Source: an optimization exercise on an open RTL-to-GDS flow (aim: small area, a short achievable clock period and few clock cycles). Production flows keep margins and buffers that such runs may drop. RTL that was checked went through simulation tests only; none was proved equivalent to the original. Power is estimated from default activity; no workload was simulated.

==> flow/design.v (excerpt) <==
module core #(
  parameter int REG_SIZE   = 8,
  parameter int ADDR_SIZE  = 8,
  parameter int INSN_SIZE  = 16,
  parameter int INSN_COUNT = 16
) (
  input  logic                            clk,
  input  logic                            reset,
  input  logic                            init_R0_flag,
  input  logic [REG_SIZE-1:0]             init_R0_data,
  input  logic [INSN_SIZE*INSN_COUNT-1:0] insn_data,
  input  logic                            Start,
  output logic                            Ready,
  output logic [1:0]                      enable_M,
  output logic [ADDR_SIZE-1:0]            addr_M,
  output logic [REG_SIZE-1:0]             wr_data_M,
  input  logic [REG_SIZE-1:0]             rd_data_M,
  input  logic                            ready_M
);
clock: 10.0 ns
lec_check: 0
cap_margin: 20
core_margin: 2
core_utilization: 65
cts_buf_list: sky130_fd_sc_hd__clkbuf_4 sky130_fd_sc_hd__clkbuf_8
setup_slack_margin: 5
slew_margin: 20
run.sh (not shown) runs the stock make flow with config.mk's settings and CLKGATE_MAP_FILE= SYNTH_SCRIPT=/design/flow/synth_recipe.tcl, a recipe that flattens the netlist after the stock synthesis.
Edit:
- CORE_UTILIZATION: 65 -> 40
- CTS_BUF_LIST: sky130_fd_sc_hd__clkbuf_4 sky130_fd_sc_hd__clkbuf_8 -> unset
The new run went through all stages and came out clean.
Cell count went up by 9.4%.
Via count went down by 4.3%.
Total power went up by 5.1%.
Final area went up by 2.5%.
Worst setup slack improved by 0.067 ns.
Wire length went up by 5.8%.
Core utilization went down by 30 points.
Sequential power stays flat.
Maximum frequency went up by 1.4%.
Edit:
==> flow/flow/run.sh (new file) <==
#!/bin/bash
# Layout: the standard flow (standard.sh) with three changes:
#  - port buffers of the smallest drive (buffer_ports -buffer_cell buf_1);
#    repair resizes the ones that need more;
#  - no adder cells in synthesis (ADDER_MAP_FILE empty), so abc maps the
#    arithmetic together with the logic around it;
#  - timing repair aims at a larger setup slack margin.
# make's output goes to flow.log; each step's own log is under orfs/logs/.
set -uo pipefail
bash standard.sh "ADDER_MAP_FILE=" "SETUP_SLACK_MARGIN=6.5" \
  "BUFFER_PORTS_ARGS=-buffer_cell sky130_fd_sc_hd__buf_1" finish > flow.log 2>&1
==> flow/standard.sh (new file) <==
#!/bin/bash
# synth_recipe.tcl (not shown) runs the flow's synth.tcl, then flattens the netlist and writes it again
# the make line also repeats each setting of config.mk as NAME=value (left out here)
make -C /OpenROAD-flow-scripts/flow DESIGN_CONFIG=/design/flow/config.mk WORK_HOME=/design/flow/orfs CLKGATE_MAP_FILE= SYNTH_SCRIPT=/design/flow/synth_recipe.tcl "${@:-finish}"
- CORE_UTILIZATION: 40 -> 65
- CTS_CLUSTER_SIZE: unset -> 30
- SETUP_SLACK_MARGIN: 5 -> unset
removed: flow/run.sh
Result:
- The new run ran to the end with no violations
- final area went up by 8.8%
- synthesized cell count goes up by 22%
- power rose by 47%
- routed wire length climbs by 23%
- final cell count climbs by 9.3%
- sequential share of layout area shrinks by 3.9 points
- worst hold slack loses 0.050 ns
- via count goes up by 33%
- combinational power rises by 130%
- critical path depth goes up by 2
- utilization goes up by 37 points
No functional check of the RTL was part of any run of this note.

core, a different RTL version from the one above (not shown whole).
For scale: about 1700 cells after synthesis, ~300 I/O pins.
## core
module core #(
  parameter int REG_SIZE   = 8,
  parameter int ADDR_SIZE  = 8,
  parameter int INSN_SIZE  = 16,
  parameter int INSN_COUNT = 16
) (
  input  logic                            clk,
  input  logic                            reset,
  input  logic                            init_R0_flag,
  input  logic [REG_SIZE-1:0]             init_R0_data,
  input  logic [INSN_SIZE*INSN_COUNT-1:0] insn_data,
  input  logic                            Start,
  output logic                            Ready,
  output logic [1:0]                      enable_M,
  output logic [ADDR_SIZE-1:0]            addr_M,
  output logic [REG_SIZE-1:0]             wr_data_M,
  input  logic [REG_SIZE-1:0]             rd_data_M,
  input  logic                            ready_M
);
  localparam logic [3:0] OP_NOP  = 4'h0;
  localparam logic [3:0] OP_MUL  = 4'h3;
  localparam logic [3:0] OP_SET  = 4'h7;
  localparam logic [3:0] OP_LD   = 4'h8;
  localparam logic [3:0] OP_ST   = 4'h9;
  localparam logic [3:0] OP_BNZ  = 4'hA;
  localparam logic [3:0] OP_STOP = 4'hF;
  logic                 run_q;
  logic [15:0][15:0]    buf_q;
  logic [15:0][7:0]     regs_q;
  logic [15:0]          ir1_q;
  logic [3:0]           pc1_q;
  logic                 idv_q;      
  logic [3:0]           op2_q, rd2_q;
  logic                 ld2_q, st2_q, wr2_q, mul2_q, sub2_q;
  logic [7:0]           opa_q, opb_q, adr_q;    
  logic [7:0] alu_fast, alu_mul, wdata, fwd;
  logic       we2, ex_stall;
  core_alu #(.W(REG_SIZE)) u_alu (
    .op  (op2_q),
    .sub (sub2_q),
    .a   (opa_q),
    .b   (opb_q),
    .fast(alu_fast),
    .mul (alu_mul)
  );
  assign we2      = wr2_q | ld2_q;
  assign wdata    = ld2_q ? rd_data_M : (mul2_q ? alu_mul : alu_fast);
  assign fwd      = ld2_q ? rd_data_M : alu_fast;
  assign ex_stall = (ld2_q | st2_q) & !ready_M;
  assign enable_M  = {st2_q, ld2_q};
  assign addr_M    = adr_q;
  assign wr_data_M = opa_q;
  assign Ready     = !run_q;
  logic [3:0]  r_op, r_aidx, r_bidx, s_op, s_aidx, s_bidx;
  ...
export LEC_CHECK = 0
export CAP_MARGIN = 20
export CORE_MARGIN = 2
export CORE_UTILIZATION = 55
export CTS_BUF_LIST = sky130_fd_sc_hd__clkbuf_8
export CTS_CLUSTER_DIAMETER = 60
export CTS_CLUSTER_SIZE = 18
export SLEW_MARGIN = 20
export TNS_END_PERCENT = 10
create_clock -name core_clock -period 10.0 [get_ports {clk}]
standard.sh (not shown) runs the stock make flow with config.mk's settings and CLKGATE_MAP_FILE= SYNTH_SCRIPT=/design/flow/synth_recipe.tcl, a recipe that flattens the netlist after the stock synthesis.
==> flow/flow/run.sh <==
#!/bin/bash
# Layout: the standard flow (standard.sh) with three changes:
#  - port buffers of the smallest drive (buffer_ports -buffer_cell buf_1);
#    repair resizes the ones that need more;
#  - no adder cells in synthesis (ADDER_MAP_FILE empty), so abc maps the
#    arithmetic together with the logic around it;
#  - timing repair aims at a larger setup slack margin.
# make's output goes to flow.log; each step's own log is under orfs/logs/.
set -uo pipefail
bash standard.sh "ADDER_MAP_FILE=" "SETUP_SLACK_MARGIN=6.2" \
  "BUFFER_PORTS_ARGS=-buffer_cell sky130_fd_sc_hd__buf_1" finish > flow.log 2>&1
The baseline finished with timing, DRC and antenna clean.
Testbench counts at the start, summed over its fixed seeds: cycles 7,731.
Rerun with:
- CTS_CLUSTER_SIZE: 18 -> 16
The changed run produced a clean layout.
Sequential share of layout area hardly moves.
Power went up by about 0.5%.
Wire length is about the same.
Final area hardly moves.
Utilization is higher by 0.13 points.
Area after synthesis is unchanged.

Setup of run 1:
Another version of the RTL of core (not shown whole).
Size in the first run: about 300 I/O pins.
==> flow/config.mk <==
export PLATFORM = sky130hd
export DESIGN_NAME = core
export DESIGN_NICKNAME = core
export VERILOG_FILES = /design/flow/design.v
export SDC_FILE = /design/flow/constraint.sdc
export NUM_CORES = 4
export LEC_CHECK = 0
export CAP_MARGIN = 20
export CORE_MARGIN = 2
export CORE_UTILIZATION = 55
export CTS_BUF_LIST = sky130_fd_sc_hd__clkbuf_8
export CTS_CLUSTER_DIAMETER = 60
export CTS_CLUSTER_SIZE = 18
export SLEW_MARGIN = 20
export TNS_END_PERCENT = 10
==> flow/constraint.sdc <==
create_clock -name core_clock -period 10.0 [get_ports {clk}]
set_input_delay 2.0000 -clock core_clock [delete_from_list [all_inputs] [get_ports {clk}]]
set_output_delay 2.0000 -clock core_clock [all_outputs]
set_load 0.01 [all_outputs]
==> flow/flow/run.sh <==
#!/bin/bash
# Layout: the standard flow (standard.sh) with three changes:
#  - port buffers of the smallest drive (buffer_ports -buffer_cell buf_1);
#    repair resizes the ones that need more;
#  - no adder cells in synthesis (ADDER_MAP_FILE empty), so abc maps the
#    arithmetic together with the logic around it;
#  - timing repair aims at a larger setup slack margin.
# make's output goes to flow.log; each step's own log is under orfs/logs/.
set -uo pipefail
bash standard.sh "ADDER_MAP_FILE=" "SETUP_SLACK_MARGIN=5.9" \
  "BUFFER_PORTS_ARGS=-buffer_cell sky130_fd_sc_hd__buf_1" finish > flow.log 2>&1
Testbench counts of run 1, summed over its fixed seeds: cycles 7,544.
For run 2, these inputs were changed with respect to run 1:
diff --git a/flow/flow/run.sh b/flow/flow/run.sh
--- a/flow/flow/run.sh
+++ b/flow/flow/run.sh
@@ -8,4 +8,4 @@
 # make's output goes to flow.log; each step's own log is under orfs/logs/.
 set -uo pipefail
-bash standard.sh "ADDER_MAP_FILE=" "SETUP_SLACK_MARGIN=5.9" \
+bash standard.sh "ADDER_MAP_FILE=" "SETUP_SLACK_MARGIN=6.2" \
   "BUFFER_PORTS_ARGS=-buffer_cell sky130_fd_sc_hd__buf_1" finish > flow.log 2>&1
==> comparison <==
- Compared with run 1, run 2 improves worst max-slew margin expressed relative to the limit.
- Relative to run 1, data required time of the worst path increased by 0.04 ns in run 2.
- Looking at logic depth of the worst register-to-register path, run 2 sits above run 1.
- On clock network power share, the higher figure sits with run 1, not run 2.
- Run 2 vs. run 1: worst path buffer plus inverter count climbed 1, non-filler instance count after layout climbed 72, worst-case setup margin in the final layout climbed 0.21 ns.

Another version of the RTL of core (not shown whole).
clock: 10.0 ns
lec_check: 0
cap_margin: 20
core_margin: 2
core_utilization: 60
cts_buf_list: sky130_fd_sc_hd__clkbuf_8
cts_cluster_diameter: 60
cts_cluster_size: 16
slew_margin: 20
tns_end_percent: 10
==> flow/flow/run.sh <==
#!/bin/bash
# Layout: the standard flow (standard.sh) with three changes:
#  - port buffers of the smallest drive (buffer_ports -buffer_cell buf_1);
#    repair resizes the ones that need more;
#  - no adder cells in synthesis (ADDER_MAP_FILE empty), so abc maps the
#    arithmetic together with the logic around it;
#  - timing repair aims at a larger setup slack margin.
# make's output goes to flow.log; each step's own log is under orfs/logs/.
set -uo pipefail
bash standard.sh "ADDER_MAP_FILE=" "SETUP_SLACK_MARGIN=6.2" \
  "BUFFER_PORTS_ARGS=-buffer_cell sky130_fd_sc_hd__buf_1" finish > flow.log 2>&1
Testbench counts at the start, summed over its fixed seeds: cycles 7,731.
Then changed:
--- a/flow/flow/run.sh
+++ b/flow/flow/run.sh
@@ -5,7 +5,8 @@
 #  - no adder cells in synthesis (ADDER_MAP_FILE empty), so abc maps the
 #    arithmetic together with the logic around it;
-#  - timing repair aims at a larger setup slack margin.
+#  - timing repair aims at a larger setup slack margin, and runs after
+#    global routing only (not after clock tree synthesis).
 # make's output goes to flow.log; each step's own log is under orfs/logs/.
 set -uo pipefail
-bash standard.sh "ADDER_MAP_FILE=" "SETUP_SLACK_MARGIN=6.2" \
+bash standard.sh "ADDER_MAP_FILE=" "SETUP_SLACK_MARGIN=6.2" "SKIP_CTS_REPAIR_TIMING=1" \
   "BUFFER_PORTS_ARGS=-buffer_cell sky130_fd_sc_hd__buf_1" finish > flow.log 2>&1
CORE_UTILIZATION = 55   (was 60)
After rerunning:
- design area falls slightly
- via count goes down by a few percent
- core utilization fell by 5.9 points

Setup of the previous run:
Another version of the RTL of core (not shown whole).
For scale: ~1700 cells after synthesis, ~300 I/O pins.
Design core, start of the top module:
module core #(
  parameter int REG_SIZE   = 8,
  parameter int ADDR_SIZE  = 8,
  parameter int INSN_SIZE  = 16,
  parameter int INSN_COUNT = 16
) (
  input  logic                            clk,
  input  logic                            reset,
  input  logic                            init_R0_flag,
  input  logic [REG_SIZE-1:0]             init_R0_data,
  input  logic [INSN_SIZE*INSN_COUNT-1:0] insn_data,
  input  logic                            Start,
  output logic                            Ready,
  output logic [1:0]                      enable_M,
  output logic [ADDR_SIZE-1:0]            addr_M,
  output logic [REG_SIZE-1:0]             wr_data_M,
  input  logic [REG_SIZE-1:0]             rd_data_M,
  input  logic                            ready_M
);
  localparam logic [3:0] OP_NOP  = 4'h0;
  localparam logic [3:0] OP_MUL  = 4'h3;
  localparam logic [3:0] OP_SET  = 4'h7;
  localparam logic [3:0] OP_LD   = 4'h8;
  localparam logic [3:0] OP_ST   = 4'h9;
  localparam logic [3:0] OP_BNZ  = 4'hA;
  localparam logic [3:0] OP_STOP = 4'hF;
  logic                 run_q;
  logic [15:0][15:0]    buf_q;
  logic [15:0][7:0]     regs_q;
  logic [15:0]          ir1_q;
  logic [3:0]           pc1_q;
  logic                 idv_q;      
  logic [3:0]           op2_q, rd2_q;
  logic                 ld2_q, st2_q, wr2_q, mul2_q, sub2_q;
  logic [7:0]           opa_q, opb_q;
  logic [7:0] alu_fast, alu_mul, wdata, fwd;
  logic       we2, ex_stall;
  core_alu #(.W(REG_SIZE)) u_alu (
    .op  (op2_q),
  ...
Settings: LEC_CHECK=0, CAP_MARGIN=20, CORE_MARGIN=2, CORE_UTILIZATION=50, CTS_BUF_LIST=sky130_fd_sc_hd__clkbuf_8, CTS_CLUSTER_DIAMETER=50, CTS_CLUSTER_SIZE=14, SLEW_MARGIN=20, TNS_END_PERCENT=10; clock period 10.0 ns.
==> flow/flow/run.sh <==
#!/bin/bash
# Layout: the standard flow (standard.sh) with three changes:
#  - port buffers of the smallest drive (buffer_ports -buffer_cell buf_1);
#    repair resizes the ones that need more;
#  - no adder cells in synthesis (ADDER_MAP_FILE empty), so abc maps the
#    arithmetic together with the logic around it;
#  - timing repair aims at a larger setup slack margin.
# make's output goes to flow.log; each step's own log is under orfs/logs/.
set -uo pipefail
bash standard.sh "ADDER_MAP_FILE=" "SETUP_SLACK_MARGIN=6.0" \
  "BUFFER_PORTS_ARGS=-buffer_cell sky130_fd_sc_hd__buf_1" finish > flow.log 2>&1
The previous run ran to completion and came out clean on the timing, design-rule and antenna checks.
Testbench counts of the previous run, summed over its fixed seeds: cycles 7,965.
Changes in the current run relative to the previous run:
# the previous run
export LEC_CHECK = 0
export CAP_MARGIN = 20
export CORE_MARGIN = 2
export CORE_UTILIZATION = 50
export CTS_BUF_LIST = sky130_fd_sc_hd__clkbuf_8
export CTS_CLUSTER_DIAMETER = 50
export CTS_CLUSTER_SIZE = 14
export SLEW_MARGIN = 20
export TNS_END_PERCENT = 10
create_clock -name core_clock -period 10.0 [get_ports {clk}]
# the current run
export LEC_CHECK = 0
export CAP_MARGIN = 20
export CORE_MARGIN = 2
export CORE_UTILIZATION = 55
export CTS_BUF_LIST = sky130_fd_sc_hd__clkbuf_8
export CTS_CLUSTER_DIAMETER = 60
export CTS_CLUSTER_SIZE = 20
export SLEW_MARGIN = 20
export TNS_END_PERCENT = 10
create_clock -name core_clock -period 10.0 [get_ports {clk}]
diff --git a/flow/flow/run.sh b/flow/flow/run.sh
--- a/flow/flow/run.sh
+++ b/flow/flow/run.sh
@@ -9,3 +9,3 @@
 set -uo pipefail
-bash standard.sh "ADDER_MAP_FILE=" "SETUP_SLACK_MARGIN=6.0" \
+bash standard.sh "ADDER_MAP_FILE=" "SETUP_SLACK_MARGIN=6.2" \
   "BUFFER_PORTS_ARGS=-buffer_cell sky130_fd_sc_hd__buf_1" finish > flow.log 2>&1
## What came out
- The current run against the previous run: critical path depth now smaller, power share of the combinational group went up 3.8 points, worst hold slack shrank by 21 ps, count of plain and timing-repair buffers rose about 8%, setup slack has increased.
- Compared to the previous run, the router laid down less metal wire for the current run.
- Min global routing usage on met2 across the current run and the previous run: the previous run
- In the reports for the current run and the previous run, the smaller average routed wire per standard cell belongs to the current run.
- Against the previous run, routed length on met1 in the current run fell by a few percent.

== main ==
Another version of the RTL of core (not shown whole).
Size: roughly 1800 cells after synthesis, roughly 450 flip-flops, ~300 I/O pins, roughly 22000 µm² of cells after synthesis.
## core
module core #(
  parameter int REG_SIZE   = 8,
  parameter int ADDR_SIZE  = 8,
  parameter int INSN_SIZE  = 16,
  parameter int INSN_COUNT = 16
) (
  input  logic                            clk,
  input  logic                            reset,
  input  logic                            init_R0_flag,
  input  logic [REG_SIZE-1:0]             init_R0_data,
  input  logic [INSN_SIZE*INSN_COUNT-1:0] insn_data,
  input  logic                            Start,
  output logic                            Ready,
  output logic [1:0]                      enable_M,
  output logic [ADDR_SIZE-1:0]            addr_M,
  output logic [REG_SIZE-1:0]             wr_data_M,
  input  logic [REG_SIZE-1:0]             rd_data_M,
  input  logic                            ready_M
);
  localparam logic [3:0] OP_NOP  = 4'h0;
  localparam logic [3:0] OP_MUL  = 4'h3;
  localparam logic [3:0] OP_SET  = 4'h7;
  localparam logic [3:0] OP_LD   = 4'h8;
  localparam logic [3:0] OP_ST   = 4'h9;
  localparam logic [3:0] OP_BNZ  = 4'hA;
  localparam logic [3:0] OP_STOP = 4'hF;
  logic                 run_q;
  logic [15:0][15:0]    buf_q;
  logic [15:0][7:0]     regs_q;
  logic [15:0]          ir1_q;
  logic [3:0]           pc1_q;
  logic                 idv_q;      
  logic [3:0]           op2_q, rd2_q;
  logic                 ld2_q, wr2_q, mul2_q, sub2_q;
  logic [7:0]           opa_q, opb_q;
  logic [7:0]           adr_q, wd_q;
  logic                 stp_q;
  logic [7:0] alu_fast, alu_mul, wdata, fwd;
  logic       we2, ex_stall;
  core_alu #(.W(REG_SIZE)) u_alu (
    .op  (op2_q),
    .sub (sub2_q),
    .a   (opa_q),
    .b   (opb_q),
    .fast(alu_fast),
    .mul (alu_mul)
  );
  assign we2      = wr2_q | ld2_q;
  ...
==> flow/config.mk <==
export PLATFORM = sky130hd
export DESIGN_NAME = core
export DESIGN_NICKNAME = core
export VERILOG_FILES = /design/flow/design.v
export SDC_FILE = /design/flow/constraint.sdc
export NUM_CORES = 4
export LEC_CHECK = 0
export CAP_MARGIN = 20
export CORE_MARGIN = 2
export CORE_UTILIZATION = 55
export CTS_BUF_LIST = sky130_fd_sc_hd__clkbuf_8
export CTS_CLUSTER_DIAMETER = 60
export CTS_CLUSTER_SIZE = 16
export SLEW_MARGIN = 20
export TNS_END_PERCENT = 10
==> flow/constraint.sdc <==
create_clock -name core_clock -period 10.0 [get_ports {clk}]
set_input_delay 2.0000 -clock core_clock [delete_from_list [all_inputs] [get_ports {clk}]]
set_output_delay 2.0000 -clock core_clock [all_outputs]
set_load 0.01 [all_outputs]
==> flow/flow/run.sh <==
#!/bin/bash
# Layout: the standard flow (standard.sh) with three changes:
#  - port buffers of the smallest drive (buffer_ports -buffer_cell buf_1);
#    repair resizes the ones that need more;
#  - no adder cells in synthesis (ADDER_MAP_FILE empty), so abc maps the
#    arithmetic together with the logic around it;
#  - timing repair aims at a larger setup slack margin, and runs after
#    global routing only (not after clock tree synthesis).
# make's output goes to flow.log; each step's own log is under orfs/logs/.
set -uo pipefail
bash standard.sh "ADDER_MAP_FILE=" "SETUP_SLACK_MARGIN=6.2" "SKIP_CTS_REPAIR_TIMING=1" \
  "BUFFER_PORTS_ARGS=-buffer_cell sky130_fd_sc_hd__buf_1" finish > flow.log 2>&1
main finished every stage and its layout cleared the timing, design-rule and antenna checks.
Testbench counts of main, summed over its fixed seeds: cycles 7,544.
#### Input delta (the feature branch over main)
diff --git a/flow/flow/run.sh b/flow/flow/run.sh
--- a/flow/flow/run.sh
+++ b/flow/flow/run.sh
@@ -7,2 +7 @@
-#  - timing repair aims at a larger setup slack margin, and runs after
-#    global routing only (not after clock tree synthesis).
+#  - timing repair aims at a larger setup slack margin.
@@ -11 +10 @@
-bash standard.sh "ADDER_MAP_FILE=" "SETUP_SLACK_MARGIN=6.2" "SKIP_CTS_REPAIR_TIMING=1" \
+bash standard.sh "ADDER_MAP_FILE=" "SETUP_SLACK_MARGIN=6.2" \
--- outcome ---
- The highest attainable clock frequency of the feature branch is higher than that of main.
- Across both runs, final standard cell count with taps included and fillers excluded was higher for the feature branch than for main.
- The feature branch gives less fraction of area in registers than main did.
- | final clock period utilization by the worst path | higher: main |
- From main to the feature branch the numbers moved as follows: worst setup slack rose by 0.079 ns; power dissipated by switching net loads grew by 67 µW; all-layer global routing usage picked up an extra 0.91 points; final instance area went up about 1.7%.

what the ideal ports hide:
The results above use ideal ports. As a check the final layouts listed here were re-extracted and re-timed, cells and wires unchanged.
Step 1 (the two cells are an assumption about what drives the block):
set clk [get_ports {clk}]
set_driving_cell -lib_cell sky130_fd_sc_hd__clkbuf_16 $clk
set_driving_cell -lib_cell sky130_fd_sc_hd__buf_2 [delete_from_list [all_inputs] $clk]
Step 2 moves the port delays by t, midway between the first and last clock arrival at a register: inputs arrive t later, outputs are due t later. That takes back most of the time a late clock gives input paths.
Three values: ideal ports, drivers, drivers and shift; two values: the first two.
run	t (ns)	setup slack, ns	pins driven straight from the clock port
the first run of note 1	0.638	5.079 / 5.071 / 4.433	1
the second run of note 1	0.645	5.146 / 5.120 / 4.476	1
the third run of note 1	0.641	6.015 / 5.975 / 5.334	1
the first run of note 2	0.688	5.936 / 5.936 / 5.344	1
the second run of note 2	0.688	5.850 / 5.850 / 5.332	1
run 1	0.695	5.737 / 5.759 / 5.074	1
run 2	0.716	5.947 / 5.947 / 5.321	1
the first run of note 4	0.679	6.048 / 6.012 / 5.403	1
the second run of note 4	0.683	5.734 / 5.760 / 5.077	1
the previous run	0.699	5.915 / 5.911 / 5.212	1
the current run	0.738	6.118 / 6.070 / 5.374	1
main	0.699	5.749 / 5.776 / 5.077	1
the feature branch	0.696	5.829 / 5.736 / 5.040	1
After both steps every run listed still meets setup and hold. The setup slack of the feature branch, which loses most, moves by -0.093 ns with the drivers and by -0.789 ns with both steps.
